Background: an optimization exercise with open tools, aiming at small area, a short achievable clock period and few clock cycles per item. Do not read the settings as production practice.
In this exercise RTL edits were held to simulation tests only and were not proved equivalent to the original.

## flow/design.v (module list and top-level ports; edited modules follow where they fit)
// module lfo_div: 38 lines
// module lfo_mac3: 175 lines
// module lfo_mac2: 305 lines
// module lfo_mac1: 549 lines
// module lfo_wave_generator: 374 lines
module lfo_wave_generator #(
  parameter int MAX_PERIOD = lfo_pkg::MaxPeriodDef,
  parameter int LEVEL_BITS = lfo_pkg::LevelBitsDef
) (
  input  logic                        clk_i,
  input  logic                        rst_ni,
  input  logic                        cfg_we_i,
  input  logic [0:0]                  cfg_idx_i,
  input  logic [12:0]                 cfg_data_i,
  input  logic                        in_valid_i,
  output logic                        in_ready_o,
  input  logic                        restart_i,
  output logic                        out_valid_o,
  input  logic                        out_ready_i,
  output logic [LEVEL_BITS-1:0]       level_o,
  output logic [$clog2(MAX_PERIOD)-1:0] position_o
);
  // ...
==> flow/run.sh <==
#!/bin/bash
# synth_recipe.tcl (not shown) runs the flow's synth.tcl, then flattens the netlist and writes it again
# the make line also repeats each setting of config.mk as NAME=value (left out here)
make -C /OpenROAD-flow-scripts/flow DESIGN_CONFIG=/design/flow/config.mk WORK_HOME=/design/flow/orfs CLKGATE_MAP_FILE= SYNTH_SCRIPT=/design/flow/synth_recipe.tcl finish
==> flow/config.mk <==
export PLATFORM = sky130hd
export DESIGN_NAME = lfo_wave_generator
export DESIGN_NICKNAME = lfo_wave_generator
export VERILOG_FILES = /design/flow/design.v
export SDC_FILE = /design/flow/constraint.sdc
export NUM_CORES = 4
export LEC_CHECK = 0
export CAP_MARGIN = 20
export CORE_MARGIN = 2
export CORE_UTILIZATION = 40
export SETUP_SLACK_MARGIN = 5
export SLEW_MARGIN = 20
==> flow/constraint.sdc <==
create_clock -name core_clock -period 11.0 [get_ports {clk_i}]
set_input_delay 2.2000 -clock core_clock [delete_from_list [all_inputs] [get_ports {clk_i}]]
set_output_delay 2.2000 -clock core_clock [all_outputs]
set_load 0.01 [all_outputs]
==> PnR_summary.wiki, run 1 <==
{| class="wikitable"
! Metric !! Value
|-
| Seq. cell area || about 18000 sq um
|-
| Number of iterations in the first detailed-routing pass || 6
|-
| Final cell utilization of the core || 45.5%
|-
| Count of boundary I/O pins || 50
|-
| Final weighted congestion of routability-driven global placement || just over 1
|-
| Portion of the post-synthesis area used by sequential elements || 25.9%
|-
| Final routed wirelength across all metal layers || ~230000 um
|-
| Final period util || approximately three fifths
|-
| Number of hold-slack violations in the final timing report || 0
|-
| Max reg flops || 34
|-
| Fraction of the mapped netlist area in simple logic gates || around 15%
|-
| DR vias/cell || approximately 6
|-
| Non-Filler Instances || roughly 10000
|-
| Clock latency of the later-clocked register in the worst-skew pair || roughly 0.7 ns
|-
| Max H-tree Level || 3
|-
| Avg Cell Area, Syn || 8.55 sq um
|-
| Routed wire length on met3 || roughly 16000 um
|-
| Die footprint || roughly 170000 sq um
|-
| Worst setup path startpoint || ca4_q[21]
|-
| Slew headroom || 24.1%
|-
| Worst-case setup margin in the final layout || 4.42 ns
|-
| Delay of the slowest critical-path stage || between 0.4 and 0.5 ns
|-
| Number of instances in the placed design || roughly 9800
|-
| Run status || finished clean
|-
| Number of clock buffer instances in the layout || between 80 and 90
|-
| Global-route wire length before repair || between 300000 and 400000 um
|-
| FF-to-FF End || rem_q[10]
|-
| Element type at the critical path start || register
|-
| Fin. max-slew vios || 0
|-
| Hold worst-path end || u3_q[7]
|-
| Yosys top cell area share || approximately a quarter
|-
| Busiest layer in global routing || met2
|}
Testbench counts, summed over its fixed seeds: cycles 2,997, items 1,818.
==> module lfo_wave_generator, before the edit <==
module lfo_wave_generator #(
  parameter int MAX_PERIOD = lfo_pkg::MaxPeriodDef,
  parameter int LEVEL_BITS = lfo_pkg::LevelBitsDef
) (
  input  logic                        clk_i,
  input  logic                        rst_ni,
  input  logic                        cfg_we_i,
  input  logic [0:0]                  cfg_idx_i,
  input  logic [12:0]                 cfg_data_i,
  input  logic                        in_valid_i,
  output logic                        in_ready_o,
  input  logic                        restart_i,
  output logic                        out_valid_o,
  input  logic                        out_ready_i,
  output logic [LEVEL_BITS-1:0]       level_o,
  output logic [$clog2(MAX_PERIOD)-1:0] position_o
);
  localparam logic [30:0] One = lfo_pkg::One;
  logic        wave_q;
  logic [12:0] per_q;
  logic [12:0] per_wr;
  always_comb begin
    if (cfg_data_i == 13'd0) per_wr = 13'd1;
    else if (cfg_data_i > 13'd4096) per_wr = 13'd4096;
    else per_wr = cfg_data_i;
  end
  always_ff @(posedge clk_i or negedge rst_ni) begin
    if (!rst_ni) begin
      wave_q <= 1'b0;
      per_q  <= lfo_pkg::PeriodRst;
    end else if (cfg_we_i) begin
      if (cfg_idx_i == 1'b0) wave_q <= cfg_data_i[0];
      else per_q <= per_wr;
    end
  end
  logic [11:0] pos_q;
  logic        dirty_q;           
  logic        take;
  logic        pos_ge;
  logic [12:0] pos_p1;
  logic [11:0] nx_pos, nx_zero, tick_i;
  logic        rs_eff;
  assign pos_ge  = {1'b0, pos_q} >= per_q;
  assign pos_p1  = {1'b0, pos_q} + 13'd1;
  assign nx_pos  = (pos_p1 >= per_q) ? 12'd0 : pos_p1[11:0];
  assign nx_zero = (per_q == 13'd1) ? 12'd0 : 12'd1;
  assign rs_eff  = restart_i | pos_ge;
  assign tick_i  = rs_eff ? 12'd0 : pos_q;
  logic        tv_q;
  logic [11:0] ti_q;
  logic        launch, t_go, adv;
  assign in_ready_o = !tv_q | t_go;
  assign take       = in_valid_i & in_ready_o;
  always_ff @(posedge clk_i or negedge rst_ni) begin
    if (!rst_ni) begin
      pos_q   <= '0;
      dirty_q <= 1'b1;
    end else begin
      if (take) pos_q <= rs_eff ? nx_zero : nx_pos;
      if (cfg_we_i) dirty_q <= 1'b1;
      else if (launch) dirty_q <= 1'b0;
    end
  end
  logic [31:0] acc_q, inc_q;
  logic [11:0] rem_q, rinc_q;
  logic [12:0] pd_q;              
  logic        md_q;              
  logic [12:0] den_q;             
  logic [14:0] den3_q;
  logic        div_busy_q;
  logic [2:0]  div_cnt_q;
  logic [11:0] hd;
  assign hd = pd_q[12:1];
  logic [11:0] src_i, ht, mt, hmt;
  logic [12:0] src_p, den0;
  logic        src_w;
  logic [11:0] remA0, remB0;
  logic [31:0] numA0, numB0;
  always_comb begin
    src_i = pos_ge ? 12'd0 : pos_q;
    src_p = per_q;
    src_w = wave_q;
    ht    = src_p[12:1];
    mt    = (src_i <= ht) ? src_i : 12'((ht << 1) - src_i);
    hmt   = ht - mt;
    if (!src_w) begin
      remA0 = src_i;
      numA0 = {20'd0, ht};
      remB0 = 12'd1;
      numB0 = '0;
      den0  = src_p;
    end else begin
      remA0 = {1'b0, hmt[11:1]};
      numA0 = {hmt[0], 4'd0, ht[11:1], 16'd0};
      remB0 = 12'd0;
      numB0 = {16'h8000, 16'd0};
      den0  = {1'b0, ht};
    end
  end
  logic [11:0] remA1, remB1;
  logic [31:0] numA1, numB1;
  lfo_div u_div_a (.rem_i(rem_q), .num_i(acc_q), .den_i(den_q), .den3_i(den3_q),
                   .rem_o(remA1), .num_o(numA1));
  lfo_div u_div_b (.rem_i(rinc_q), .num_i(inc_q), .den_i(den_q), .den3_i(den3_q),
                   .rem_o(remB1), .num_o(numB1));
  logic [31:0] a_sel, incx, sum0, sum1, acc_n;
  logic [11:0] r_sel, rem_n;
  logic        tri_up, cin;
  logic [12:0] s_add;
  logic [13:0] rmd, dmr, d_add, d_sub, d_sub2;
  logic        cy, bw;
  always_comb begin
    if (ti_q == 12'd0) begin
      a_sel = md_q ? 32'h0000_8000 : 32'd0;
      r_sel = md_q ? {1'b0, hd[11:1]} : hd;
    end else begin
      a_sel = acc_q;
      r_sel = rem_q;
    end
    tri_up = md_q & (ti_q < hd);
    rmd    = {2'b0, rinc_q} - {1'b0, den_q};
    dmr    = {1'b0, den_q} - {2'b0, rinc_q};
    s_add  = {1'b0, r_sel} + {1'b0, rinc_q};
    d_add  = {2'b0, r_sel} + rmd;
    d_sub  = {2'b0, r_sel} - {2'b0, rinc_q};
    d_sub2 = {2'b0, r_sel} + dmr;
    cy     = !d_add[13];
    bw     = d_sub[13];
    incx   = tri_up ? ~inc_q : inc_q;
    cin    = tri_up ? !bw : cy;
    sum0   = a_sel + incx;
    sum1   = a_sel + incx + 32'd1;
    acc_n  = cin ? sum1 : sum0;
    if (tri_up) rem_n = bw ? d_sub2[11:0] : d_sub[11:0];
    else rem_n = cy ? d_add[11:0] : s_add[11:0];
  end
  assign launch  = dirty_q & (!tv_q | t_go);
  assign t_go    = tv_q & !div_busy_q & adv;
  always_ff @(posedge clk_i or negedge rst_ni) begin
    if (!rst_ni) begin
      tv_q       <= 1'b0;
      div_busy_q <= 1'b0;
      div_cnt_q  <= '0;
    end else begin
      if (!tv_q || t_go) tv_q <= take;
      if (launch) begin
        div_busy_q <= 1'b1;
        div_cnt_q  <= src_w ? 3'd3 : 3'd7;
      end else if (div_busy_q) begin
        div_cnt_q <= div_cnt_q - 3'd1;
        if (div_cnt_q == 3'd0) div_busy_q <= 1'b0;
      end
    end
  end
  always_ff @(posedge clk_i) begin
    if (!tv_q || t_go) ti_q <= tick_i;
    if (launch) begin
      pd_q   <= src_p;
      md_q   <= src_w;
      den_q  <= den0;
      den3_q <= {2'b0, den0} + {1'b0, den0, 1'b0};
      acc_q  <= numA0;
      rem_q  <= remA0;
      inc_q  <= numB0;
      rinc_q <= remB0;
    end else if (div_busy_q) begin
      acc_q  <= numA1;
      rem_q  <= remA1;
      inc_q  <= numB1;
      rinc_q <= remB1;
    end else if (t_go) begin
      acc_q <= acc_n;
      rem_q <= rem_n;
    end
  end
  logic        v1_q, v2_q, v3_q, v4_q;
  logic        m1_q, m2_q, m3_q, m4_q;
  logic        z1_q, z2_q, z3_q, z4_q;   
  logic [31:0] x1_q;
  logic [7:0]  k3_q;
  logic [15:0] k2_q;
  logic [22:0] k1_q;
  logic [30:0] k0_q;
  logic [1:0]  q2_q, q3_q, q4_q;
  logic        f3_q;              
  logic [29:0] u2_q, u3_q;
  logic [16:0] w2_q;
  logic [23:0] w1_q;
  logic [54:21] ca4_q, cb4_q;     
  logic [5:0]  j0, j2, j3;
  logic [29:0] up1;
  logic [23:0] bv1, bv2, bv3;
  logic [16:0] w2_n;
  logic [23:0] w1_n;
  logic [54:21] ca_n, cb_n;
  assign j0  = a_sel[30] ? ~a_sel[29:24] : a_sel[29:24];
  assign up1 = x1_q[30] ? ~x1_q[29:0] : x1_q[29:0];
  assign bv1 = {~up1[23], up1[22:0]};
  assign bv2 = {~u2_q[23], u2_q[22:0]};
  assign bv3 = {~u3_q[23], u3_q[22:0]};
  assign j2  = u2_q[29:24] ^ {6{q2_q[0]}};
  assign j3  = u3_q[29:24] ^ {6{q3_q[0]}};
  lfo_mac3 u_mac3 (.a({1'b0, k3_q}), .b(bv1[23:13]), .k(k2_q), .y(w2_n));
  lfo_mac2 u_mac2 (.a(w2_q), .b(bv2[23:8]), .k(k1_q), .y(w1_n));
  lfo_mac1 u_mac1 (.a(w1_q), .b(bv3), .k(k0_q), .f(f3_q), .y0(ca_n), .y1(cb_n));
  logic [54:21] c4s;
  logic [31:0] v4;
  logic [15:0] r4;
  logic        amb4;
  logic        slow_done_q;
  logic [32:0] sl_b_q;            
  logic [15:0] lvl4;
  logic        slow_stall, push;
  logic        o0v_q;
  logic [15:0] o0l_q;
  logic [11:0] o0p_q;
  always_comb begin
    c4s  = ca4_q + cb4_q;
    v4   = c4s[53:22];
    r4   = v4[15:0];
    amb4 = (r4 <= 16'(lfo_pkg::AmbLo)) || (r4 >= 16'(lfo_pkg::AmbHi));
    lvl4 = (m4_q || slow_done_q) ? sl_b_q[15:0] : v4[31:16];
  end
  assign slow_stall = v4_q & !m4_q & amb4 & !slow_done_q;
  assign adv        = (!o0v_q | out_ready_i) & !slow_stall;
  assign push       = v4_q & adv;
  always_ff @(posedge clk_i or negedge rst_ni) begin
    if (!rst_ni) begin
      v1_q <= 1'b0;
      v2_q <= 1'b0;
      v3_q <= 1'b0;
      v4_q <= 1'b0;
    end else if (adv) begin
      v1_q <= t_go;
      v2_q <= v1_q;
      v3_q <= v2_q;
      v4_q <= v3_q;
    end
  end
  always_ff @(posedge clk_i) begin
    if (adv) begin
      m1_q <= md_q;
      z1_q <= (ti_q == 12'd0);
      x1_q <= a_sel;
      k3_q <= lfo_pkg::rom_q3(j0);
      k2_q <= lfo_pkg::rom_q2(j0);
      m2_q <= m1_q;
      z2_q <= z1_q;
      q2_q <= x1_q[31:30];
      u2_q <= m1_q ? {14'd0, x1_q[15:0]} : {x1_q[29:24], up1[23:0]};
      w2_q <= w2_n;
      k1_q <= lfo_pkg::rom_q1(up1[29:24]);
      m3_q <= m2_q;
      z3_q <= z2_q;
      q3_q <= q2_q;
      f3_q <= q2_q[1] ^ q2_q[0];
      u3_q <= u2_q;
      w1_q <= w1_n;
      k0_q <= lfo_pkg::rom_q0(j2);
      m4_q <= m3_q;
      z4_q <= z3_q;
      q4_q <= q3_q;
      ca4_q <= ca_n;
      cb4_q <= cb_n;
    end
  end
  always_ff @(posedge clk_i or negedge rst_ni) begin
    if (!rst_ni) begin
      o0v_q <= 1'b0;
    end else if (!o0v_q || out_ready_i) begin
      o0v_q <= push;
    end
  end
  always_ff @(posedge clk_i) begin
    if (adv) begin
      o0l_q <= lvl4;
      if (push) o0p_q <= z4_q ? 12'd0 : o0p_q + 12'd1;
    end
  end
  assign out_valid_o = o0v_q;
  assign level_o     = o0l_q;
  assign position_o  = o0p_q;
  logic [2:0]  sl_ph_q;           
  logic [4:0]  sl_cnt_q;
  logic [3:0]  sl_k_q;
  logic [31:0] sl_a_q;
  logic [33:0] sl_acc_q;
  logic [33:0] sl_aop;
  logic [35:0] sl_p1, sl_p2, sl_cs, sl_cc, sl_sum;
  logic [30:0] sl_term, sl_t, sl_u;
  logic [31:0] sl_v;
  logic [5:0]  sl_sh;
  logic [32:0] sl_rc;
  always_comb begin
    sl_u  = {1'b0, j3, u3_q[23:0]} + {30'd0, q3_q[0]};
    sl_rc = lfo_pkg::horner_recip((sl_ph_q == 3'd4) ? sl_k_q : 4'd0);
    sl_sh = lfo_pkg::horner_shift(sl_ph_q[2] | (sl_ph_q == 3'd3) ? sl_k_q : 4'd0);
    case (sl_ph_q)
      3'd1:    sl_aop = {1'b0, lfo_pkg::TwoPi};
      3'd2:    sl_aop = {sl_a_q[31:0], 2'b0};
      3'd3:    sl_aop = {sl_a_q[31:0], 2'b0};
      default: sl_aop = sl_sh[0] ? {sl_rc, 1'b0} : {1'b0, sl_rc};
    endcase
    sl_p1  = sl_b_q[0] ? {2'b0, sl_aop} : 36'd0;
    sl_p2  = sl_b_q[1] ? {1'b0, sl_aop, 1'b0} : 36'd0;
    sl_cs  = {2'b0, sl_acc_q} ^ sl_p1 ^ sl_p2;
    sl_cc  = ({2'b0, sl_acc_q} & sl_p1) | ({2'b0, sl_acc_q} & sl_p2) | (sl_p1 & sl_p2);
    sl_sum = sl_cs + {sl_cc[34:0], 1'b0};
    sl_term = (sl_acc_q > 34'(One)) ? One : sl_acc_q[30:0];
    sl_t    = One - sl_term;
    sl_v    = ((q4_q[1] ^ q4_q[0]) ? {1'b0, sl_term} : ~{1'b0, sl_term})
              + ((q4_q[1] ^ q4_q[0]) ? 32'h0000_8000 : 32'h8000_8001);
  end
  always_ff @(posedge clk_i or negedge rst_ni) begin
    if (!rst_ni) begin
      sl_ph_q     <= 3'd0;
      slow_done_q <= 1'b0;
    end else begin
      if (adv) slow_done_q <= 1'b0;
      if (sl_ph_q == 3'd0) begin
        if (slow_stall) sl_ph_q <= 3'd1;
      end else if (sl_cnt_q == 5'd0) begin
        case (sl_ph_q)
          3'd1:    sl_ph_q <= 3'd2;
          3'd2:    sl_ph_q <= 3'd3;
          3'd3:    sl_ph_q <= 3'd4;
          default: begin
            if (sl_k_q == 4'd1) begin
              sl_ph_q     <= 3'd0;
              slow_done_q <= 1'b1;
            end else begin
              sl_ph_q <= 3'd3;
            end
          end
        endcase
      end
    end
  end
  always_ff @(posedge clk_i) begin
    if (sl_ph_q == 3'd0) begin
      sl_acc_q <= '0;
      sl_cnt_q <= 5'd16;
      if (adv) sl_b_q <= {2'b0, sl_u};
    end else if (sl_cnt_q != 5'd0) begin
      sl_acc_q <= sl_sum[35:2];
      sl_b_q   <= {2'b0, sl_b_q[32:2]};
      sl_cnt_q <= sl_cnt_q - 5'd1;
    end else begin
      sl_acc_q <= '0;
      case (sl_ph_q)
        3'd1: begin
          sl_a_q   <= sl_acc_q[31:0];
          sl_b_q   <= sl_acc_q[32:0];
          sl_cnt_q <= 5'd16;
        end
        3'd2: begin
          sl_a_q   <= sl_acc_q[31:0];
          sl_k_q   <= 4'd9;
          sl_b_q   <= {2'b0, One};
          sl_cnt_q <= 5'd16;
        end
        3'd3: begin
          sl_b_q   <= sl_acc_q[32:0];
          sl_cnt_q <= 5'((sl_sh + 6'd1) >> 1);
        end
        default: begin
          sl_k_q   <= sl_k_q - 4'd1;
          sl_b_q   <= (sl_k_q == 4'd1) ? {17'd0, sl_v[31:16]} : {2'b0, sl_t};
          sl_cnt_q <= 5'd16;
        end
      endcase
    end
  end
endmodule
==> run 2, diff against run 1 <==
--- a/flow/design.v
+++ b/flow/design.v
@@ -1443,7 +1443,7 @@
   assign tick_i  = rs_eff ? 12'd0 : pos_q;
   logic        tv_q;
   logic [11:0] ti_q;
-  logic        launch, t_go, adv;
+  logic        launch, wsel, wlaunch, start, t_go, adv;
   assign in_ready_o = !tv_q | t_go;
   assign take       = in_valid_i & in_ready_o;
   always_ff @(posedge clk_i or negedge rst_ni) begin
@@ -1452,7 +1452,8 @@
       dirty_q <= 1'b1;
     end else begin
       if (take) pos_q <= rs_eff ? nx_zero : nx_pos;
-      if (cfg_we_i) dirty_q <= 1'b1;
+      if (wlaunch) dirty_q <= 1'b0;
+      else if (cfg_we_i) dirty_q <= 1'b1;
       else if (launch) dirty_q <= 1'b0;
     end
   end
@@ -1466,24 +1467,25 @@
   logic [2:0]  div_cnt_q;
   logic [11:0] hd;
   assign hd = pd_q[12:1];
-  logic [11:0] src_i, ht, mt, hmt;
-  logic [12:0] src_p, den0;
+  logic [11:0] src_i, ci, ht, hmt;
+  logic [12:0] src_p, cp, den0;
   logic        src_w;
   logic [11:0] remA0, remB0;
   logic [31:0] numA0, numB0;
   always_comb begin
-    src_i = pos_ge ? 12'd0 : pos_q;
     src_p = per_q;
-    src_w = wave_q;
+    src_w = wsel ? 1'b0 : wave_q;
+    src_i = pos_ge ? 12'd0 : pos_q;
+    cp    = wsel ? cfg_data_i : per_q;
+    ci    = ({1'b0, pos_q} >= cp) ? 12'd0 : pos_q;
     ht    = src_p[12:1];
-    mt    = (src_i <= ht) ? src_i : 12'((ht << 1) - src_i);
-    hmt   = ht - mt;
+    hmt   = (src_i <= ht) ? ht - src_i : src_i - ht;
     if (!src_w) begin
-      remA0 = src_i;
-      numA0 = {20'd0, ht};
+      remA0 = ci;
+      numA0 = {20'd0, cp[12:1]};
       remB0 = 12'd1;
       numB0 = '0;
-      den0  = src_p;
+      den0  = cp;
     end else begin
       remA0 = {1'b0, hmt[11:1]};
       numA0 = {hmt[0], 4'd0, ht[11:1], 16'd0};
@@ -1530,6 +1532,10 @@
     else rem_n = cy ? d_add[11:0] : s_add[11:0];
   end
   assign launch  = dirty_q & (!tv_q | t_go);
+  assign wsel    = cfg_we_i & cfg_idx_i[0] & !wave_q & !in_valid_i
+                   & (cfg_data_i != 13'd0) & (cfg_data_i <= 13'd4096);
+  assign wlaunch = wsel & (!tv_q | t_go);
+  assign start   = launch | wlaunch;
   assign t_go    = tv_q & !div_busy_q & adv;
   always_ff @(posedge clk_i or negedge rst_ni) begin
     if (!rst_ni) begin
@@ -1538,7 +1544,7 @@
       div_cnt_q  <= '0;
     end else begin
       if (!tv_q || t_go) tv_q <= take;
-      if (launch) begin
+      if (start) begin
         div_busy_q <= 1'b1;
         div_cnt_q  <= src_w ? 3'd3 : 3'd7;
       end else if (div_busy_q) begin
@@ -1549,8 +1555,8 @@
   end
   always_ff @(posedge clk_i) begin
     if (!tv_q || t_go) ti_q <= tick_i;
-    if (launch) begin
-      pd_q   <= src_p;
+    if (start) begin
+      pd_q   <= src_w ? src_p : cp;
       md_q   <= src_w;
       den_q  <= den0;
       den3_q <= {2'b0, den0} + {1'b0, den0, 1'b0};
==> run 2 against run 1 <==
Effect of this change:
- sequential share of layout area is 0.41 points lower
- still clean on timing, DRC and antenna
- flip-flop and latch count is the same
- critical path depth rose by 1
- cell count is 1.8% higher
==> PnR_summary.wiki, run 2 <==
{| class="wikitable"
! Metric !! Value
|-
| Run status || finished clean (unchanged)
|-
| Crit-path slowest cell || edfxtp_1 (was or4b_4)
|-
| FF-to-FF End || w1_q[23] (was rem_q[10])
|-
| DIE HEIGHT || 419 um (was 416 um)
|-
| Routed via count || 62900 (was 61000)
|-
| Initial cell density of the core || 40.2% (about the same)
|-
| Hold worst-path end || z4_q (was u3_q[7])
|-
| Top cell by count, worst path || a211oi_4
|-
| Fin. max-slew vios || 0 (unchanged)
|-
| Yosys synthesis warning count || 5 (unchanged)
|-
| Busiest layer in global routing || met2 (unchanged)
|-
| Max frequency || 158 MHz (was 152 MHz)
|-
| Area of the core || 171000 sq um (was 169000 sq um)
|-
| Final weighted congestion of routability-driven global placement || 0.950 (was 1.02)
|-
| Setup TNS || 0 ns (unchanged)
|-
| Commonest cells after routing, fill and taps aside || nor2_1, nand2_1, inv_1, edfxtp_1, ha_1 (was nand2_1, inv_1, nor2_1, edfxtp_1, ha_1)
|-
| Cell type with the highest aggregate area in the netlist || edfxtp_1 (unchanged)
|-
| Crit path arrival time || 4.11 ns (was 4.38 ns)
|-
| Cells on worst reg2reg path || 23 (was 34)
|-
| Non-Filler Instances || 10400 (was 10200)
|-
| Avg Cell Area, Syn || 8.50 sq um (was 8.55 sq um)
|-
| Worst setup skew after layout || 0.0483 ns (was 0.0742 ns)
|-
| Proportion of register bits with asynchronous set or reset after synthesis || 6.77% (unchanged)
|-
| Clock latency of the later-clocked register in the worst-skew pair || 0.74 ns (was 0.71 ns)
|-
| Min-Delay Startpoint || z3_q (was u2_q[7])
|-
| Wire length per cell after detailed routing || 23.3 um (was 22.8 um)
|-
| Detail Placement HPWL || 177000 um (was 170000 um)
|-
| Final cell utilization of the core || 45.7% (was 45.5%)
|-
| Number of synthesized flops with an enable pin || 526 (unchanged)
|-
| Register bit total from synthesis || 606 (unchanged)
|-
| Met1 track demand over resource || 36.6% (was 33.8%)
|-
| Post-CTS Hold Buffers || 0 (unchanged)
|-
| Standard-cell rows || 152 (was 151)
|-
| Maximum number of pins on one net before global-route repair || 81 (was 139)
|-
| Number of hold-slack violations in the final timing report || 0 (unchanged)
|-
| Clock root buffer || clkbuf_16 (unchanged)
|-
| Max H-tree Level || 3 (unchanged)
|-
| Clk sink count || 606 (unchanged)
|-
| Grt met2 use || 42.8% (was 42.3%)
|-
| Number of buffers added on ports || 49 (unchanged)
|-
| Required time of the critical path || 8.80 ns (about the same)
|-
| Yosys top cell area share || 23.0% (was 23.3%)
|-
| Element type at the critical path start || register (unchanged)
|-
| Slew headroom || 27.1% (was 24.1%)
|-
| Count of boundary I/O pins || 50 (unchanged)
|-
| Synthesized Nets || 8983 (was 8840)
|-
| Ranking of synthesized cells by instance count || nor2_1, nand2_1, inv_1 (was nand2_1, inv_1, nor2_1)
|-
| Number of buffers inserted during clock tree synthesis || 79 (was 80)
|-
| Footprint of the multi-input gates || 48600 sq um (was 47500 sq um)
|-
| Register-to-register setup slack || 4.94 ns (was 5.02 ns)
|-
| Ordered list of cells on the worst path || and2_4, fa_2, a211oi_4, o21ai_4, a211oi_4, buf_4, o211ai_1, a22oi_1, o2111ai_2, o22ai_4, or2_4, inv_16, a21boi_4, inv_6, buf_6 (was and2_4, fa_2, a21oi_4, o21ai_4, o211ai_1, a21oi_2, xor2_2, or4b_4, nand4bb_1, o32ai_2, buf_6, o31ai_4, buf_12, buf_8)
|-
| R2r startpoint || u2_q[11] (was pos_q[7])
|-
| Portion of the post-synthesis area used by sequential elements || 25.6% (was 25.9%)
|-
| Max clock buf depth || 3 (unchanged)
|-
| DR vias/cell || 6.03 (was 5.96)
|-
| Largest regs || sl_acc_q: 34 flops, sl_b_q: 33 flops (unchanged)
|-
| Number of iterations in the first detailed-routing pass || 7 (was 6)
|-
| Count of final setup violators || 0 (unchanged)
|-
| Unrepaired setup endpoints after global routing || true (unchanged)
|-
| Largest driver fanout on the critical path || 4 (was 5)
|-
| Remaining Overflow, GRT || 0 (unchanged)
|-
| Crit path capture type || output port (unchanged)
|-
| Iteration-0 DRC count of the detailed router || 7624 (was 6390)
|-
| Register bank with the most flops || sl_acc_q (unchanged)
|-
| Global-route wire length before repair || 366000 um (was 353000 um)
|-
| Die X || 419 um (was 416 um)
|-
| Ys flop type || edfxtp_1 (unchanged)
|-
| Number of antenna violations at the first check in global routing || 4 (was 5)
|-
| Measured slew at the worst slew-check pin || 1.09 ns (was 1.14 ns)
|-
| GRT Resource Usage Total || 26.8% (was 26.0%)
|-
| TritonCTS clock tree || built (unchanged)
|-
| Critical path type || reg2out (unchanged)
|-
| Post-Synthesis Cell Area || 68800 sq um (was 67900 sq um)
|-
| Final routed wirelength across all metal layers || 243000 um (was 233000 um)
|-
| Number of maximum-capacitance constraint violations || 0 (unchanged)
|-
| Max reg flops || 34 (unchanged)
|-
| Distinct cell type count of the synthesized netlist || 108 (was 109)
|-
| Total of fill cells in the finished design || 16600 (was 16300)
|-
| Number of instances in the synthesized netlist || 8095 (was 7938)
|-
| Cell depth of the worst min-delay path || 0 (unchanged)
|-
| Synthesis-to-layout area growth || 13.7% (was 13.3%)
|-
| Final period util || 57.4% (was 59.9%)
|-
| Detail Route Antenna Nets || 0 (unchanged)
|-
| Final Net Count || 9008 (was 8856)
|-
| Met3 Usage GRT || 3.70% (was 3.86%)
|-
| Commonest non-fill, non-tap cell in the layout || nor2_1 (was nand2_1)
|-
| Hold WC Path Type || reg2reg (unchanged)
|-
| Cell with the most instances after synthesis || nor2_1 (was nand2_1)
|-
| Seq. cell area || 17600 sq um (about the same)
|-
| Cell class contributing the biggest share of worst-path delay || compound AO/OA/AOI/OAI gates (unchanged)
|-
| Largest cells by area after synthesis || edfxtp_1, fa_1, ha_1, xnor2_1, xor2_1 (was edfxtp_1, ha_1, fa_1, xnor2_1, xor2_1)
|-
| Number of instances in the placed design || 9994 (was 9845)
|-
| Final critical-path required period || 6.31 ns (was 6.58 ns)
|-
| Layout cells sized above 1 || 11.5% (was 10.6%)
|-
| Clock slew seen by the registers of the worst setup and hold paths || 0.06 ns (about the same)
|-
| Die footprint || 175000 sq um (was 173000 sq um)
|-
| WP buf/inv || 4 (was 3)
|-
| Delay of the slowest critical-path stage || 0.39 ns (was 0.48 ns)
|-
| Post-detailed-route DRC marker count || 0 (unchanged)
|-
| Via count of the first global-routing pass || 59500 (was 58600)
|}
## run 2: final cells by class
cell class	count	area share, %
Sequential cell	606	22.5
Antenna cell	2	0.00640
Clock buffer	95	2.68
Inverter	675	3.32
Multi-Input combinational cell	6302	62.2
Timing Repair inverter	3	0.0336
Clock inverter	53	0.843
Timing Repair Buffer	453	4.82
Tap cell	2233	3.57
## run 2: repair_timing
action / in CTS / in global routing
endpoints found under the setup margin: 105 / 63
pin swaps: 64 / 111
resized for setup: 236 / 210
buffers inserted: 155 / 109
cloned: 6 / 7
## run 2: cell families (layout without fill, tap and decap cells)
logic type | after synthesis | in the layout | share of synthesized area, %
AOI/OAI and AO/OA | 2256 | 2258 | 21.8
xor gates and xnor gates | 801 | 802 | 10.2
adders and majority gates | 868 | 868 | 19.4
buffers and inverters | 1193 | 1279 | 6.52
DFF | 606 | 606 | 25.6
muxes | 77 | 77 | 1.18
other | 0 | 2 | 0
and+or+nand+nor | 2294 | 2297 | 15.3
## run 2: through the flow
stage | instance area, sq um | hold WS, ns | setup WS (ns)
floorplan | 69000 | 0.400 | 4.97
global placement | 71500 | 0.402 | 3.57
detailed placement | 71500 | 0.406 | 3.45
CTS | 76400 | 0.422 | 4.70
global route | 78200 | 0.430 | 4.60
finish | 78200 | 0.423 | 4.69
## run 2: per-layer routing
metal | wire [um] | share of wire, % | vias to the layer above
met5 | 34 | 0.014 | -
met4 | 10700 | 4.4 | 4
met3 | 18600 | 7.7 | 494
met2 | 110000 | 45 | 2740
met1 | 103000 | 43 | 30700
li1 | - | - | 28900
## run 2: worst max path at each step
stage	from	to	slack, ns	cells after the start
6_report	cb4_q[0]	in_ready_o	4.69	15
5_1_grt	cb4_q[0]	in_ready_o	4.60	15
4_1_cts	cb4_q[0]	in_ready_o	4.70	15
3_5_place_dp	den_q[1]	rinc_q[0]	3.45	23
3_3_place_gp	ca4_q[21]	in_ready_o	3.57	14
2_1_floorplan	ca4_q[23]	in_ready_o	4.97	13
Testbench counts of run 2, summed over its fixed seeds: cycles 2,951, items 1,818.
==> run 3, diff against run 2 <==
--- a/flow/design.v
+++ b/flow/design.v
@@ -1441,10 +1441,11 @@
   assign nx_zero = (per_q == 13'd1) ? 12'd0 : 12'd1;
   assign rs_eff  = restart_i | pos_ge;
   assign tick_i  = rs_eff ? 12'd0 : pos_q;
-  logic        tv_q;
+  logic        tv_q, sv_q;
+  logic [11:0] si_q;
   logic [11:0] ti_q;
   logic        launch, wsel, wlaunch, start, t_go, adv;
-  assign in_ready_o = !tv_q | t_go;
+  assign in_ready_o = !sv_q & !(dirty_q & tv_q);
   assign take       = in_valid_i & in_ready_o;
   always_ff @(posedge clk_i or negedge rst_ni) begin
     if (!rst_ni) begin
@@ -1531,19 +1532,25 @@
     if (tri_up) rem_n = bw ? d_sub2[11:0] : d_sub[11:0];
     else rem_n = cy ? d_add[11:0] : s_add[11:0];
   end
-  assign launch  = dirty_q & (!tv_q | t_go);
+  assign launch  = dirty_q & !sv_q & (!tv_q | t_go);
   assign wsel    = cfg_we_i & cfg_idx_i[0] & !wave_q & !in_valid_i
                    & (cfg_data_i != 13'd0) & (cfg_data_i <= 13'd4096);
-  assign wlaunch = wsel & (!tv_q | t_go);
+  assign wlaunch = wsel & !sv_q & (!tv_q | t_go);
   assign start   = launch | wlaunch;
   assign t_go    = tv_q & !div_busy_q & adv;
   always_ff @(posedge clk_i or negedge rst_ni) begin
     if (!rst_ni) begin
       tv_q       <= 1'b0;
+      sv_q       <= 1'b0;
       div_busy_q <= 1'b0;
       div_cnt_q  <= '0;
     end else begin
-      if (!tv_q || t_go) tv_q <= take;
+      if (!tv_q || t_go) begin
+        tv_q <= sv_q | take;
+        sv_q <= 1'b0;
+      end else if (take) begin
+        sv_q <= 1'b1;
+      end
       if (start) begin
         div_busy_q <= 1'b1;
         div_cnt_q  <= src_w ? 3'd3 : 3'd7;
@@ -1554,7 +1561,8 @@
     end
   end
   always_ff @(posedge clk_i) begin
-    if (!tv_q || t_go) ti_q <= tick_i;
+    if (!tv_q || t_go) ti_q <= sv_q ? si_q : tick_i;
+    else if (take) si_q <= tick_i;
     if (start) begin
       pd_q   <= src_w ? src_p : cp;
       md_q   <= src_w;
==> run 3 against run 2 <==
Effect of this change:
- via count fell by 1.5%
- non-clock buffer count fell by 159
- flip-flop and latch count rose by 13
- cell count decreased by 0.79%
- count of clock-buffer cells in the layout is 8 higher
- maximum frequency up 8.6%
- clock skew shrank 0.010 ns
- register-to-register slack improved by 0.25 ns
- utilization is 1.1 points lower
- critical path depth rose by 7
- final area shrank 2.1%
- largest cell class unchanged
==> PnR_summary.wiki, run 3 <==
{| class="wikitable"
! Metric !! Value
|-
| Run status || finished clean (unchanged)
|-
| Non-Filler Instances || 10300 (was 10400)
|-
| Area of the core || 172000 sq um (was 171000 sq um)
|-
| Clock latency of the later-clocked register in the worst-skew pair || 0.73 ns (was 0.74 ns)
|-
| Number of instances in the synthesized netlist || 8086 (was 8095)
|-
| GRT Resource Usage Total || 25.9% (was 26.8%)
|-
| Finished layout cell area || 76500 sq um (was 78200 sq um)
|-
| Synthesis-to-layout area growth || 10.5% (was 13.7%)
|-
| Hold WC Path Type || reg2reg (unchanged)
|-
| Commonest cells after routing, fill and taps aside || inv_1, nor2_1, nand2_1, edfxtp_1, ha_1 (was nor2_1, nand2_1, inv_1, edfxtp_1, ha_1)
|-
| Commonest non-fill, non-tap cell in the layout || inv_1 (was nor2_1)
|-
| Max reg flops || 34 (unchanged)
|-
| Cell type with the highest aggregate area in the netlist || edfxtp_1 (unchanged)
|-
| Proportion of register bits with asynchronous set or reset after synthesis || 6.79% (was 6.77%)
|-
| Maximum number of pins on one net before global-route repair || 85 (was 81)
|-
| Clock root buffer || clkbuf_16 (unchanged)
|-
| Post-detailed-route DRC marker count || 0 (unchanged)
|-
| Synthesized Nets || 8984 (was 8983)
|-
| Standard cell area after detailed placement || 71800 sq um (was 71500 sq um)
|-
| Met3 Usage GRT || 4.15% (was 3.70%)
|-
| Worst setup skew after layout || 0.0380 ns (was 0.0483 ns)
|-
| Ys flop type || edfxtp_1 (unchanged)
|-
| Critical path type || reg2reg (was reg2out)
|-
| TritonCTS clock tree || built (unchanged)
|-
| Number of buffers inserted during clock tree synthesis || 80 (was 79)
|-
| Number of iterations in the first detailed-routing pass || 8 (was 7)
|-
| Number of synthesized flops with an enable pin || 538 (was 526)
|-
| Clk sink count || 619 (was 606)
|-
| Fin. max-slew vios || 0 (unchanged)
|-
| Detail Placement HPWL || 175000 um (was 177000 um)
|-
| Clock slew seen by the registers of the worst setup and hold paths || 0.06 ns (about the same)
|-
| Max frequency || 172 MHz (was 158 MHz)
|-
| Max H-tree Level || 3 (unchanged)
|-
| Footprint of the multi-input gates || 47900 sq um (was 48600 sq um)
|-
| Register bank with the most flops || sl_acc_q (unchanged)
|-
| Number of buffers added on ports || 49 (unchanged)
|-
| Detail Route Antenna Nets || 0 (unchanged)
|-
| Required time of the critical path || 11.48 ns (was 8.80 ns)
|-
| Die X || 420 um (was 419 um)
|-
| Final critical-path required period || 5.81 ns (was 6.31 ns)
|-
| Final routed wirelength across all metal layers || 235000 um (was 243000 um)
|-
| Post-Synthesis Cell Area || 69200 sq um (was 68800 sq um)
|-
| Measured slew at the worst slew-check pin || 1.17 ns (was 1.09 ns)
|-
| Cell with the most instances after synthesis || inv_1 (was nor2_1)
|-
| Largest cells by area after synthesis || edfxtp_1, ha_1, fa_1, xnor2_1, o21ai_0 (was edfxtp_1, fa_1, ha_1, xnor2_1, xor2_1)
|-
| DIE HEIGHT || 420 um (was 419 um)
|-
| Number of maximum-capacitance constraint violations || 0 (unchanged)
|-
| Crit path arrival time || 6.29 ns (was 4.11 ns)
|-
| Remaining Overflow, GRT || 0 (unchanged)
|-
| Setup TNS || 0 ns (unchanged)
|-
| Unrepaired setup endpoints after global routing || false (was true)
|-
| Number of instances in the placed design || 10100 (was 9994)
|-
| Max clock buf depth || 3 (unchanged)
|-
| Slew headroom || 21.8% (was 27.1%)
|-
| Element type at the critical path start || register (unchanged)
|-
| Total of fill cells in the finished design || 16600 (about the same)
|-
| Final weighted congestion of routability-driven global placement || 0.947 (was 0.950)
|-
| Yosys top cell area share || 23.3% (was 23.0%)
|-
| DR vias/cell || 5.99 (was 6.03)
|-
| Seq. cell area || 18000 sq um (was 17600 sq um)
|-
| Met1 track demand over resource || 34.1% (was 36.6%)
|-
| Final Net Count || 8861 (was 9008)
|-
| Standard-cell rows || 152 (unchanged)
|-
| Die footprint || 176000 sq um (was 175000 sq um)
|-
| Count of final setup violators || 0 (unchanged)
|-
| Yosys synthesis warning count || 5 (unchanged)
|-
| Portion of the post-synthesis area used by sequential elements || 26.0% (was 25.6%)
|-
| Count of boundary I/O pins || 50 (unchanged)
|-
| Global-route wire length before repair || 356000 um (was 366000 um)
|-
| Final period util || 52.8% (was 57.4%)
|-
| Initial cell density of the core || 40.3% (was 40.2%)
|-
| Iteration-0 DRC count of the detailed router || 6340 (was 7624)
|-
| Largest regs || sl_acc_q: 34 flops, sl_b_q: 33 flops (unchanged)
|-
| Busiest layer in global routing || met2 (unchanged)
|-
| Layout cells sized above 1 || 8.36% (was 11.5%)
|-
| Number of antenna violations at the first check in global routing || 2 (was 4)
|-
| Avg Cell Area, Syn || 8.56 sq um (was 8.50 sq um)
|-
| Number of hold-slack violations in the final timing report || 0 (unchanged)
|-
| Routed via count || 62000 (was 62900)
|-
| Ranking of synthesized cells by instance count || inv_1, nor2_1, nand2_1 (was nor2_1, nand2_1, inv_1)
|-
| Grt met2 use || 42.2% (was 42.8%)
|-
| Final cell utilization of the core || 44.6% (was 45.7%)
|-
| Largest driver fanout on the critical path || 10 (was 4)
|-
| Wire length per cell after detailed routing || 22.7 um (was 23.3 um)
|-
| Distinct cell type count of the synthesized netlist || 102 (was 108)
|-
| Smallest hold slack || 0.417 ns (was 0.423 ns)
|-
| Register bit total from synthesis || 619 (was 606)
|-
| Via count of the first global-routing pass || 59300 (was 59500)
|-
| Crit path capture type || register (was output port)
|}
[run 3: cell type report]
type                            count  area share, %
Antenna cell                        1        0.00327
Clock buffer                      103           2.81
Clock inverter                     45          0.679
Inverter                          697           3.47
Multi-Input combinational cell   6271           62.5
Sequential cell                   619           23.5
Tap cell                         2310           3.78
Timing Repair Buffer              294           3.18
[run 3: critical path, stage by stage (launching register included)]
cell and delay, ns:
edfxtp_1 0.42, buf_4 0.19, buf_4 0.16, xor2_1 0.14, buf_4 0.19, a22oi_1 0.18
o21ai_1 0.12, fa_1 0.51, fa_1 0.43, fa_1 0.51, inv_1 0.05, fa_1 0.47
inv_1 0.04, ha_1 0.31, nor2b_1 0.17, a311o_2 0.47, o221a_4 0.29, o211ai_1 0.21
nand3_1 0.16, and3_4 0.21, o21a_1 0.16, nor2_1 0.11, xnor2_1 0.07
[run 3: worst paths after layout]
check / start / endpoint / slack (ns) / cells past startpoint
setup / recovery: u2_q[13] / w1_q[21] / 5.19 / 22
max in group asynchronous: rst_ni / sl_ph_q[2] / 8.58 / 2
setup reg to reg: u2_q[13] / w1_q[21] / 5.19 / 22
hold / removal: z2_q / z3_q / 0.42 / 0
min in group asynchronous: rst_ni / per_q[12] / 1.71 / 2
hold reg to reg: z2_q / z3_q / 0.42 / 0
[run 3: logic make-up after synthesis]
kind of cell / after synthesis / share of synthesized area (%)
AO/OA/AOI/OAI: 2329 / 22.3
multiplexers: 76 / 1.17
AND/OR/NAND/NOR: 2225 / 14.8
XOR/XNOR: 760 / 9.62
buffers and inverters: 1198 / 6.57
flip-flops: 619 / 26.0
adder cells (fa/ha/maj): 879 / 19.5
[run 3: routing by layer]
layer | vias up | part of all wire (%)
met5 | - | 0.0081
met4 | 2 | 4.6
met3 | 470 | 7.7
met2 | 2606 | 46
met1 | 30200 | 42
li1 | 28700 | -
[run 3: timing repair]
item / in CTS / in global routing
pin swaps: 10 / 41
hold endpoints to repair: 0 / 0
buffers inserted: 55 / 75
cloned: 2 / 2
hold buffers: 0 / 0
resized for setup: 99 / 174
setup endpoints to repair: 100 / 77
[run 3: through the flow]
| step | setup slack [ns] |
|---|---|
| global route | 4.92 |
| finish | 5.19 |
| floorplan | 5.03 |
| detailed placement | 3.68 |
| global placement | 3.68 |
| CTS | 5.00 |
Testbench counts of run 3, summed over its fixed seeds: cycles 2,951, items 1,818.
==> run 4, diff against run 3 <==
--- a/flow/config.mk
+++ b/flow/config.mk
@@ -7,6 +7,6 @@
 export LEC_CHECK = 0
 export CAP_MARGIN = 20
 export CORE_MARGIN = 2
-export CORE_UTILIZATION = 40
+export CORE_UTILIZATION = 55
 export SETUP_SLACK_MARGIN = 5
 export SLEW_MARGIN = 20
==> run 4 against run 3 <==
Effect of this change:
- still clean on timing, DRC and antenna
- global-route usage rose by 10 points
- clock skew rose by 0.0092 ns
- first-iteration DRC count rose by 6.2%
- cell count fell by 6.1%
- final area fell by 0.51%
- count of clock-buffer cells in the layout fell by 2
- sequential share of layout area rose by 0.12 points
==> PnR_summary.wiki, run 4 <==
{| class="wikitable"
! Metric !! Value
|-
| Run status || finished clean (unchanged)
|-
| Die footprint || 129000 sq um (was 176000 sq um)
|-
| Measured slew at the worst slew-check pin || 1.18 ns (was 1.17 ns)
|-
| Number of instances in the synthesized netlist || 8086 (unchanged)
|-
| Number of instances in the placed design || 9397 (was 10100)
|-
| Element type at the critical path start || register (unchanged)
|-
| Finished layout cell area || 76100 sq um (was 76500 sq um)
|-
| Number of iterations in the first detailed-routing pass || 8 (unchanged)
|-
| DR vias/cell || 6.42 (was 5.99)
|-
| Crit path capture type || register (unchanged)
|-
| Ys flop type || edfxtp_1 (unchanged)
|-
| Wire length per cell after detailed routing || 24.6 um (was 22.7 um)
|-
| Number of synthesized flops with an enable pin || 538 (unchanged)
|-
| Detail Route Antenna Nets || 0 (unchanged)
|-
| Crit-path slowest cell || a21oi_1 (was fa_1)
|-
| Post-synthesis adder-cell area fraction || 19.5% (unchanged)
|-
| Final Net Count || 8893 (was 8861)
|-
| Largest family of logic cells by synthesized area || compound AO/OA/AOI/OAI gates (unchanged)
|-
| Largest regs || sl_acc_q: 34 flops, sl_b_q: 33 flops (unchanged)
|-
| Total of fill cells in the finished design || 11100 (was 16600)
|-
| Commonest non-fill, non-tap cell in the layout || inv_1 (unchanged)
|-
| Final routed wirelength across all metal layers || 239000 um (was 235000 um)
|-
| Die X || 359 um (was 420 um)
|-
| Avg Cell Area, Syn || 8.56 sq um (unchanged)
|-
| Count of boundary I/O pins || 50 (unchanged)
|-
| Register bit total from synthesis || 619 (unchanged)
|-
| Initial cell density of the core || 55.3% (was 40.3%)
|-
| Register bank with the most flops || sl_acc_q (unchanged)
|-
| Synthesis-to-layout area growth || 9.97% (was 10.5%)
|-
| Detail Placement HPWL || 179000 um (was 175000 um)
|-
| Worst setup path startpoint || ca4_q[21] (was u2_q[13])
|-
| XOR/XNOR Fraction of Synth Area || 9.62% (unchanged)
|-
| Setup TNS || 0 ns (unchanged)
|-
| Compound-gate portion of the synthesized area || 22.3% (unchanged)
|-
| Standard-cell rows || 130 (was 152)
|-
| Crit path arrival time || 6.28 ns (was 6.29 ns)
|-
| Post-Synthesis Cell Area || 69200 sq um (unchanged)
|-
| Yosys top cell area share || 23.3% (unchanged)
|-
| Post-detailed-route DRC marker count || 0 (unchanged)
|-
| Ranking of synthesized cells by instance count || inv_1, nor2_1, nand2_1 (unchanged)
|-
| Required time of the critical path || 11.38 ns (was 11.48 ns)
|-
| Final weighted congestion of routability-driven global placement || 0.987 (was 0.947)
|-
| Remaining Overflow, GRT || 0 (unchanged)
|-
| Delay of the slowest critical-path stage || 0.82 ns (was 0.51 ns)
|-
| Synthesized Nets || 8984 (unchanged)
|-
| TritonCTS clock tree || built (unchanged)
|-
| Clock latency of the later-clocked register in the worst-skew pair || 0.71 ns (was 0.73 ns)
|-
| Commonest cells after routing, fill and taps aside || inv_1, nor2_1, nand2_1, edfxtp_1, ha_1 (unchanged)
|-
| Standard cell area after detailed placement || 71000 sq um (was 71800 sq um)
|-
| Number of antenna violations at the first check in global routing || 4 (was 2)
|-
| Global-route wire length before repair || 360000 um (was 356000 um)
|-
| Register-to-register setup slack || 5.10 ns (was 5.19 ns)
|-
| Number of hold-slack violations in the final timing report || 0 (unchanged)
|-
| Cell type with the highest aggregate area in the netlist || edfxtp_1 (unchanged)
|-
| Layout cells sized above 1 || 8.67% (was 8.36%)
|-
| Largest driver fanout on the critical path || 58 (was 10)
|-
| Maximum number of pins on one net before global-route repair || 85 (unchanged)
|-
| Post-CTS Hold Buffers || 0 (unchanged)
|-
| Area of the core || 125000 sq um (was 172000 sq um)
|-
| Largest cells by area after synthesis || edfxtp_1, ha_1, fa_1, xnor2_1, o21ai_0 (unchanged)
|-
| Non-Filler Instances || 9710 (was 10300)
|-
| Number of buffers added on ports || 49 (unchanged)
|-
| Max frequency || 170 MHz (was 172 MHz)
|-
| Distinct cell type count of the synthesized netlist || 102 (unchanged)
|-
| Clock slew seen by the registers of the worst setup and hold paths || 0.06 ns (about the same)
|-
| Number of maximum-capacitance constraint violations || 0 (unchanged)
|-
| Iteration-0 DRC count of the detailed router || 6733 (was 6340)
|-
| Worst setup skew after layout || 0.0472 ns (was 0.0380 ns)
|-
| Clk sink count || 619 (unchanged)
|-
| Cell class contributing the biggest share of worst-path delay || compound AO/OA/AOI/OAI gates (was adder cells)
|-
| DIE HEIGHT || 359 um (was 420 um)
|-
| Final period util || 53.6% (was 52.8%)
|-
| Unrepaired setup endpoints after global routing || true (was false)
|-
| Portion of the post-synthesis area used by sequential elements || 26.0% (unchanged)
|-
| Proportion of register bits with asynchronous set or reset after synthesis || 6.79% (unchanged)
|-
| Fin. max-slew vios || 0 (unchanged)
|-
| Ordered list of cells on the worst path || and2_1, fa_1, a21oi_1, o221ai_1, a21oi_1, o211ai_1, and3_1, a311o_1, or4b_4, a41oi_2, or2_2, inv_2, buf_4, a21oi_1 (was buf_4, buf_4, xor2_1, buf_4, a22oi_1, o21ai_1, fa_1, fa_1, fa_1, inv_1, fa_1, inv_1, ha_1, nor2b_1, a311o_2, o221a_4, o211ai_1, nand3_1, and3_4, o21a_1, nor2_1, xnor2_1)
|-
| Hold WC Path Type || reg2reg (unchanged)
|-
| Critical path type || reg2reg (unchanged)
|-
| Count of final setup violators || 0 (unchanged)
|-
| Max H-tree Level || 3 (unchanged)
|-
| Min-Delay Startpoint || x1_q[31] (was z2_q)
|-
| Via count of the first global-routing pass || 59100 (was 59300)
|-
| Cell with the most instances after synthesis || inv_1 (unchanged)
|-
| R2r startpoint || ca4_q[21] (was u2_q[13])
|-
| Top cell by count, worst path || a21oi_1 (was fa_1)
|-
| GRT Resource Usage Total || 36.3% (was 25.9%)
|-
| Fraction of the mapped netlist area in simple logic gates || 14.8% (unchanged)
|-
| Max reg flops || 34 (unchanged)
|-
| WP buf/inv || 2 (was 5)
|-
| Slew headroom || 20.7% (was 21.8%)
|-
| Portion of netlist area occupied by mux cells || 1.17% (unchanged)
|-
| Yosys synthesis warning count || 5 (unchanged)
|-
| Final critical-path required period || 5.90 ns (was 5.81 ns)
|-
| Number of buffers inserted during clock tree synthesis || 78 (was 80)
|-
| Routed via count || 62300 (was 62000)
|-
| Clock root buffer || clkbuf_16 (unchanged)
|-
| Max clock buf depth || 3 (unchanged)
|}
## run 4: through the flow
step / util, % / hold slack, ns / setup slack, ns
finish: 60.8 / 0.405 / 5.10
global route: 60.8 / 0.419 / 4.93
detailed placement: 56.7 / 0.405 / 3.55
floorplan: - / 0.400 / 5.03
global placement: 56.7 / 0.401 / 3.71
CTS: 59.6 / 0.395 / 5.00
## run 4: worst register-to-register path, stage by stage (launching register included)
cell	delay (ns)
edfxtp_1	0.38
and2_1	0.18
fa_1	0.44
a21oi_1	0.26
o221ai_1	0.25
a21oi_1	0.35
o211ai_1	0.23
and3_1	0.22
a311o_1	0.35
or4b_4	0.71
a41oi_2	0.59
or2_2	0.24
inv_2	0.12
buf_4	0.39
a21oi_1	0.87
## run 4: per-layer routing
| layer | up-vias | wire (um) | GRT usage (%) |
|---|---|---|---|
| li1 | 28800 | - | - |
| met2 | 2856 | 114000 | 61.4 |
| met3 | 707 | 16300 | 4.48 |
| met1 | 30000 | 90900 | 43.9 |
| met4 | 6 | 17900 | 23.2 |
| met5 | - | 34 | 0 |
## run 4: final timing paths
kind,to,cells after the start
min in group asynchronous,per_q[12],2
setup reg to reg,inc_q[3],14
setup / recovery,inc_q[3],14
max in group asynchronous,sl_ph_q[0],2
hold / removal,q2_q[1],0
hold reg to reg,q2_q[1],0
## run 4: final cells by class
| class | instances | area (sq um) | share of cell area (%) |
|---|---|---|---|
| timing repair buffer | 326 | 2790 | 3.66 |
| antenna | 1 | 2.50 | 0.00329 |
| multi-input combinational | 6273 | 48000 | 63.0 |
| tap | 1650 | 2060 | 2.71 |
| inverter | 697 | 2650 | 3.48 |
| sequential | 619 | 18000 | 23.6 |
| clock inverter | 43 | 497 | 0.652 |
| clock buffer | 101 | 2140 | 2.81 |
## run 4: logic make-up (layout without fill, tap and decap cells)
group	after synthesis	count (layout)
mux	76	76
flops	619	619
other cells	0	1
xor+xnor	760	760
compound gates	2329	2330
simple gates	2225	2228
fa+ha+maj	879	879
buf+inv	1198	1167
## run 4: what timing repair did
action | CTS | global route
gates resized for setup | 109 | 174
setup buffers | 63 | 98
pin swaps | 15 | 43
endpoints found under the setup margin | 176 | 127
endpoints found under the hold margin | 0 | 0
gates cloned | 3 | 2
==> run 5, diff against run 4 <==
--- a/flow/design.v
+++ b/flow/design.v
@@ -1693,29 +1693,43 @@
   logic [4:0]  sl_cnt_q;
   logic [3:0]  sl_k_q;
   logic [31:0] sl_a_q;
-  logic [33:0] sl_acc_q;
-  logic [33:0] sl_aop;
-  logic [35:0] sl_p1, sl_p2, sl_cs, sl_cc, sl_sum;
+  logic [34:0] sl_acc_q;
+  logic [34:0] sl_aop;
+  logic [37:0] sl_p1, sl_p2, sl_p4, sl_s1, sl_c1, sl_s2, sl_c2, sl_sum;
   logic [30:0] sl_term, sl_t, sl_u;
   logic [31:0] sl_v;
   logic [5:0]  sl_sh;
+  logic [4:0]  sl_n;              
+  logic [1:0]  sl_pad;            
   logic [32:0] sl_rc;
   always_comb begin
     sl_u  = {1'b0, j3, u3_q[23:0]} + {30'd0, q3_q[0]};
     sl_rc = lfo_pkg::horner_recip((sl_ph_q == 3'd4) ? sl_k_q : 4'd0);
     sl_sh = lfo_pkg::horner_shift(sl_ph_q[2] | (sl_ph_q == 3'd3) ? sl_k_q : 4'd0);
+    case (sl_sh)
+      6'd41:   begin sl_n = 5'd14; sl_pad = 2'd1; end
+      6'd40:   begin sl_n = 5'd14; sl_pad = 2'd2; end
+      6'd39:   begin sl_n = 5'd13; sl_pad = 2'd0; end
+      6'd38:   begin sl_n = 5'd13; sl_pad = 2'd1; end
+      6'd37:   begin sl_n = 5'd13; sl_pad = 2'd2; end
+      6'd36:   begin sl_n = 5'd12; sl_pad = 2'd0; end
+      default: begin sl_n = 5'd11; sl_pad = 2'd0; end
+    endcase
     case (sl_ph_q)
-      3'd1:    sl_aop = {1'b0, lfo_pkg::TwoPi};
-      3'd2:    sl_aop = {sl_a_q[31:0], 2'b0};
-      3'd3:    sl_aop = {sl_a_q[31:0], 2'b0};
-      default: sl_aop = sl_sh[0] ? {sl_rc, 1'b0} : {1'b0, sl_rc};
+      3'd1:    sl_aop = {1'b0, lfo_pkg::TwoPi, 1'b0};
+      3'd2:    sl_aop = {sl_a_q[31:0], 3'b0};
+      3'd3:    sl_aop = {sl_a_q[31:0], 3'b0};
+      default: sl_aop = {2'b0, sl_rc} << sl_pad;
     endcase
-    sl_p1  = sl_b_q[0] ? {2'b0, sl_aop} : 36'd0;
-    sl_p2  = sl_b_q[1] ? {1'b0, sl_aop, 1'b0} : 36'd0;
-    sl_cs  = {2'b0, sl_acc_q} ^ sl_p1 ^ sl_p2;
-    sl_cc  = ({2'b0, sl_acc_q} & sl_p1) | ({2'b0, sl_acc_q} & sl_p2) | (sl_p1 & sl_p2);
-    sl_sum = sl_cs + {sl_cc[34:0], 1'b0};
-    sl_term = (sl_acc_q > 34'(One)) ? One : sl_acc_q[30:0];
+    sl_p1  = sl_b_q[0] ? {3'b0, sl_aop} : 38'd0;
+    sl_p2  = sl_b_q[1] ? {2'b0, sl_aop, 1'b0} : 38'd0;
+    sl_p4  = sl_b_q[2] ? {1'b0, sl_aop, 2'b0} : 38'd0;
+    sl_s1  = {3'b0, sl_acc_q} ^ sl_p1 ^ sl_p2;
+    sl_c1  = ({3'b0, sl_acc_q} & sl_p1) | ({3'b0, sl_acc_q} & sl_p2) | (sl_p1 & sl_p2);
+    sl_s2  = sl_s1 ^ {sl_c1[36:0], 1'b0} ^ sl_p4;
+    sl_c2  = (sl_s1 & {sl_c1[36:0], 1'b0}) | (sl_s1 & sl_p4) | ({sl_c1[36:0], 1'b0} & sl_p4);
+    sl_sum = sl_s2 + {sl_c2[36:0], 1'b0};
+    sl_term = (sl_acc_q > 35'(One)) ? One : sl_acc_q[30:0];
     sl_t    = One - sl_term;
     sl_v    = ((q4_q[1] ^ q4_q[0]) ? {1'b0, sl_term} : ~{1'b0, sl_term})
               + ((q4_q[1] ^ q4_q[0]) ? 32'h0000_8000 : 32'h8000_8001);
@@ -1748,11 +1762,11 @@
   always_ff @(posedge clk_i) begin
     if (sl_ph_q == 3'd0) begin
       sl_acc_q <= '0;
-      sl_cnt_q <= 5'd16;
+      sl_cnt_q <= 5'd11;
       if (adv) sl_b_q <= {2'b0, sl_u};
     end else if (sl_cnt_q != 5'd0) begin
-      sl_acc_q <= sl_sum[35:2];
-      sl_b_q   <= {2'b0, sl_b_q[32:2]};
+      sl_acc_q <= sl_sum[37:3];
+      sl_b_q   <= {3'b0, sl_b_q[32:3]};
       sl_cnt_q <= sl_cnt_q - 5'd1;
     end else begin
       sl_acc_q <= '0;
@@ -1760,22 +1774,22 @@
         3'd1: begin
           sl_a_q   <= sl_acc_q[31:0];
           sl_b_q   <= sl_acc_q[32:0];
-          sl_cnt_q <= 5'd16;
+          sl_cnt_q <= 5'd11;
         end
         3'd2: begin
           sl_a_q   <= sl_acc_q[31:0];
           sl_k_q   <= 4'd9;
           sl_b_q   <= {2'b0, One};
-          sl_cnt_q <= 5'd16;
+          sl_cnt_q <= 5'd11;
         end
         3'd3: begin
           sl_b_q   <= sl_acc_q[32:0];
-          sl_cnt_q <= 5'((sl_sh + 6'd1) >> 1);
+          sl_cnt_q <= sl_n;
         end
         default: begin
           sl_k_q   <= sl_k_q - 4'd1;
           sl_b_q   <= (sl_k_q == 4'd1) ? {17'd0, sl_v[31:16]} : {2'b0, sl_t};
-          sl_cnt_q <= 5'd16;
+          sl_cnt_q <= 5'd11;
         end
       endcase
     end
--- a/flow/config.mk
+++ b/flow/config.mk
@@ -7,6 +7,6 @@
 export LEC_CHECK = 0
 export CAP_MARGIN = 20
 export CORE_MARGIN = 2
-export CORE_UTILIZATION = 55
+export CORE_UTILIZATION = 40
 export SETUP_SLACK_MARGIN = 5
 export SLEW_MARGIN = 20
==> run 5 against run 4 <==
Effect of this change:
- global-route usage decreased by 9.8 points
- final area increased by 5.8%
- setup slack got worse by 0.23 ns
- via count increased by 1.7%
- synthesized cell count increased by 1.3%
- cell count increased by 9.3%
- first-iteration DRC count decreased by 7.5%
- critical endpoint is now sl_acc_q[31]
- highest routed layer unchanged
==> PnR_summary.wiki, run 5 <==
{| class="wikitable"
! Metric !! Value
|-
| Final weighted congestion of routability-driven global placement || 0.967 (was 0.987)
|-
| Ys flop type || edfxtp_1 (unchanged)
|-
| Finished layout cell area || 80500 sq um (was 76100 sq um)
|-
| Post-detailed-route DRC marker count || 0 (unchanged)
|-
| Layout cells sized above 1 || 12.8% (was 8.67%)
|-
| Portion of netlist area occupied by mux cells || 1.37% (was 1.17%)
|-
| Register bit total from synthesis || 620 (was 619)
|-
| Die X || 423 um (was 359 um)
|-
| Worst setup skew after layout || 0.0353 ns (was 0.0472 ns)
|-
| Cell class contributing the biggest share of worst-path delay || compound AO/OA/AOI/OAI gates (unchanged)
|-
| Post-CTS Hold Buffers || 0 (unchanged)
|-
| Standard cell area after detailed placement || 73000 sq um (was 71000 sq um)
|-
| Standard-cell rows || 153 (was 130)
|-
| Run status || finished clean (unchanged)
|-
| TritonCTS clock tree || built (unchanged)
|-
| Synthesized Nets || 9122 (was 8984)
|-
| Proportion of register bits with asynchronous set or reset after synthesis || 6.77% (was 6.79%)
|-
| Remaining Overflow, GRT || 0 (unchanged)
|-
| Number of buffers added on ports || 49 (unchanged)
|-
| Final period util || 55.7% (was 53.6%)
|-
| Largest regs || sl_acc_q: 35 flops, sl_b_q: 33 flops (was sl_acc_q: 34 flops, sl_b_q: 33 flops)
|-
| DR vias/cell || 5.97 (was 6.42)
|-
| Final routed wirelength across all metal layers || 247000 um (was 239000 um)
|-
| Cell depth of the worst min-delay path || 0 (unchanged)
|-
| Top cell by count, worst path || a21o_1 (was a21oi_1)
|-
| Post-Synthesis Cell Area || 70300 sq um (was 69200 sq um)
|-
| Crit path capture type || register (unchanged)
|-
| Register bank with the most flops || sl_acc_q (unchanged)
|-
| Smallest hold slack || 0.420 ns (was 0.405 ns)
|-
| Worst-case setup margin in the final layout || 4.87 ns (was 5.10 ns)
|-
| Wire length per cell after detailed routing || 23.3 um (was 24.6 um)
|-
| Critical path type || reg2reg (unchanged)
|-
| Routed via count || 63400 (was 62300)
|-
| Distinct cell type count of the synthesized netlist || 109 (was 102)
|-
| Delay of the slowest critical-path stage || 0.54 ns (was 0.82 ns)
|-
| Final Net Count || 9153 (was 8893)
|-
| Clock slew seen by the registers of the worst setup and hold paths || 0.06 ns (about the same)
|-
| Largest family of logic cells by synthesized area || compound AO/OA/AOI/OAI gates (unchanged)
|-
| Max H-tree Level || 3 (unchanged)
|-
| Fraction of the mapped netlist area in simple logic gates || 14.9% (was 14.8%)
|-
| Yosys top cell area share || 23.0% (was 23.3%)
|-
| Number of iterations in the first detailed-routing pass || 9 (was 8)
|-
| DIE HEIGHT || 423 um (was 359 um)
|-
| Global-route wire length before repair || 372000 um (was 360000 um)
|-
| Number of maximum-capacitance constraint violations || 0 (unchanged)
|-
| Number of instances in the synthesized netlist || 8191 (was 8086)
|-
| Cell type with the highest aggregate area in the netlist || edfxtp_1 (unchanged)
|-
| Place WS || 3.42 ns (was 3.55 ns)
|-
| Element type at the critical path start || register (unchanged)
|-
| Compound-gate portion of the synthesized area || 21.7% (was 22.3%)
|-
| Final critical-path required period || 6.13 ns (was 5.90 ns)
|-
| Met1 WL || 99300 um (was 90900 um)
|-
| Total of fill cells in the finished design || 16800 (was 11100)
|-
| Cells on worst reg2reg path || 30 (was 14)
|-
| Maximum number of pins on one net before global-route repair || 169 (was 85)
|-
| Unrepaired setup endpoints after global routing || true (unchanged)
|-
| Measured slew at the worst slew-check pin || 1.18 ns (about the same)
|-
| Setup TNS || 0 ns (unchanged)
|-
| Number of hold-slack violations in the final timing report || 0 (unchanged)
|-
| Ranking of synthesized cells by instance count || nor2_1, nand2_1, inv_1 (was inv_1, nor2_1, nand2_1)
|-
| Yosys synthesis warning count || 5 (unchanged)
|-
| Portion of the post-synthesis area used by sequential elements || 25.6% (was 26.0%)
|-
| Post-synthesis adder-cell area fraction || 20.2% (was 19.5%)
|-
| Max reg flops || 35 (was 34)
|-
| Cell with the most instances after synthesis || nor2_1 (was inv_1)
|-
| Commonest cells after routing, fill and taps aside || nor2_1, nand2_1, inv_1, edfxtp_1, ha_1 (was inv_1, nor2_1, nand2_1, edfxtp_1, ha_1)
|-
| Avg Cell Area, Syn || 8.58 sq um (was 8.56 sq um)
|-
| Clk sink count || 620 (was 619)
|}
==> run 5: routing by layer <==
| metal | up-vias | GRT usage, % |
|---|---|---|
| met5 | - | 0 |
| met4 | 4 | 11.8 |
| met3 | 541 | 3.55 |
| met2 | 2651 | 44.5 |
| met1 | 31000 | 34.0 |
| li1 | 29200 | - |
==> run 5: metrics by stage <==
step | instances | utilization, %
6_report | 10600 | 46.2
3_5_place_dp | 10200 | 41.9
5_1_grt | 10600 | 46.2
3_3_place_gp | 10200 | 41.9
2_1_floorplan | 8191 | -
4_1_cts | 10500 | 44.8
==> run 5: final cells by class <==
cell class / instances / area (sq um) / share of cell area [%]
Clock buffer: 99 / 2150 / 2.68
Inverter: 662 / 2530 / 3.14
Clock inverter: 48 / 519 / 0.645
Multi-Input combinational cell: 6382 / 50200 / 62.3
Tap cell: 2325 / 2910 / 3.61
Timing Repair inverter: 1 / 5.00 / 0.00621
Sequential cell: 620 / 18000 / 22.4
Antenna cell: 1 / 2.50 / 0.00311
Timing Repair Buffer: 475 / 4190 / 5.20
==> run 5: worst paths after layout <==
| path | start | to | slack [ns] |
|---|---|---|---|
| setup / recovery | sl_ph_q[1] | sl_acc_q[31] | 4.87 |
| hold / removal | m3_q | m4_q | 0.42 |
| setup reg to reg | sl_ph_q[1] | sl_acc_q[31] | 4.87 |
| hold reg to reg | m3_q | m4_q | 0.42 |
| max in group asynchronous | rst_ni | sl_ph_q[1] | 8.76 |
| min in group asynchronous | rst_ni | wave_q | 1.62 |
==> run 5: kinds of logic (layout without fill, tap and decap cells) <==
kind of cell | after synthesis | count (layout)
simple gates | 2266 | 2269
fa+ha+maj | 912 | 912
buf+inv | 1195 | 1285
xor+xnor | 784 | 784
mux | 92 | 92
other cells | 0 | 1
compound gates | 2322 | 2325
flops | 620 | 620
==> run 5: repair_timing <==
item,in CTS,in global routing
resized for setup,269,316
buffers inserted,150,140
pin swaps,67,147
setup endpoints to repair,399,167
cloned,7,10
==> run 5: worst register-to-register path, delay by kind of cell (launching register included) <==
kind | cells | cell delay, ns
AOI/OAI and AO/OA | 16 | 2.66
DFF | 1 | 0.44
and+or+nand+nor | 9 | 1.25
xor gates and xnor gates | 1 | 0.16
adders and majority gates | 4 | 1.48
Testbench counts of run 5, summed over its fixed seeds: cycles 2,840, items 1,818.

==> separate check: timing with driven ports <==
The results above use ideal ports. As a check the final layouts listed here were re-extracted and re-timed, cells and wires unchanged. Step 1 assumes that a clkbuf_16 drives the clock port and a buf_2 every other input. Step 2 also shifts input and output timing later by t, the mid clock arrival at the registers, as if the neighbouring blocks saw the same clock. a / b / c = ideal ports / drivers / drivers and shift; a / b = the first two.
| run | t, ns | setup slack, ns | hold WS [ns] | worst setup path at the end | worst register clock-pin slew, ns |
|---|---|---|---|---|---|
| run 1 | 0.762 | 4.415 / 4.330 / 5.022 | 0.418 / 0.418 / 0.418 | register to register | 0.07 / 0.07 |
| run 2 | 0.803 | 4.687 / 4.597 / 4.446 | 0.423 / 0.423 / 0.423 | input to register | 0.07 / 0.07 |
| run 3 | 0.796 | 5.188 / 5.188 / 4.477 | 0.417 / 0.417 / 0.417 | input to register | 0.07 / 0.07 |
| run 4 | 0.768 | 5.103 / 5.103 / 4.517 | 0.405 / 0.405 / 0.405 | input to register | 0.07 / 0.07 |
| run 5 | 0.788 | 4.869 / 4.869 / 4.385 | 0.420 / 0.420 / 0.420 | input to register | 0.07 / 0.07 |
After both steps every run listed still meets setup and hold. The setup slack of run 3, which loses most, moves by 0.000 ns with the drivers and by -0.711 ns with both steps.
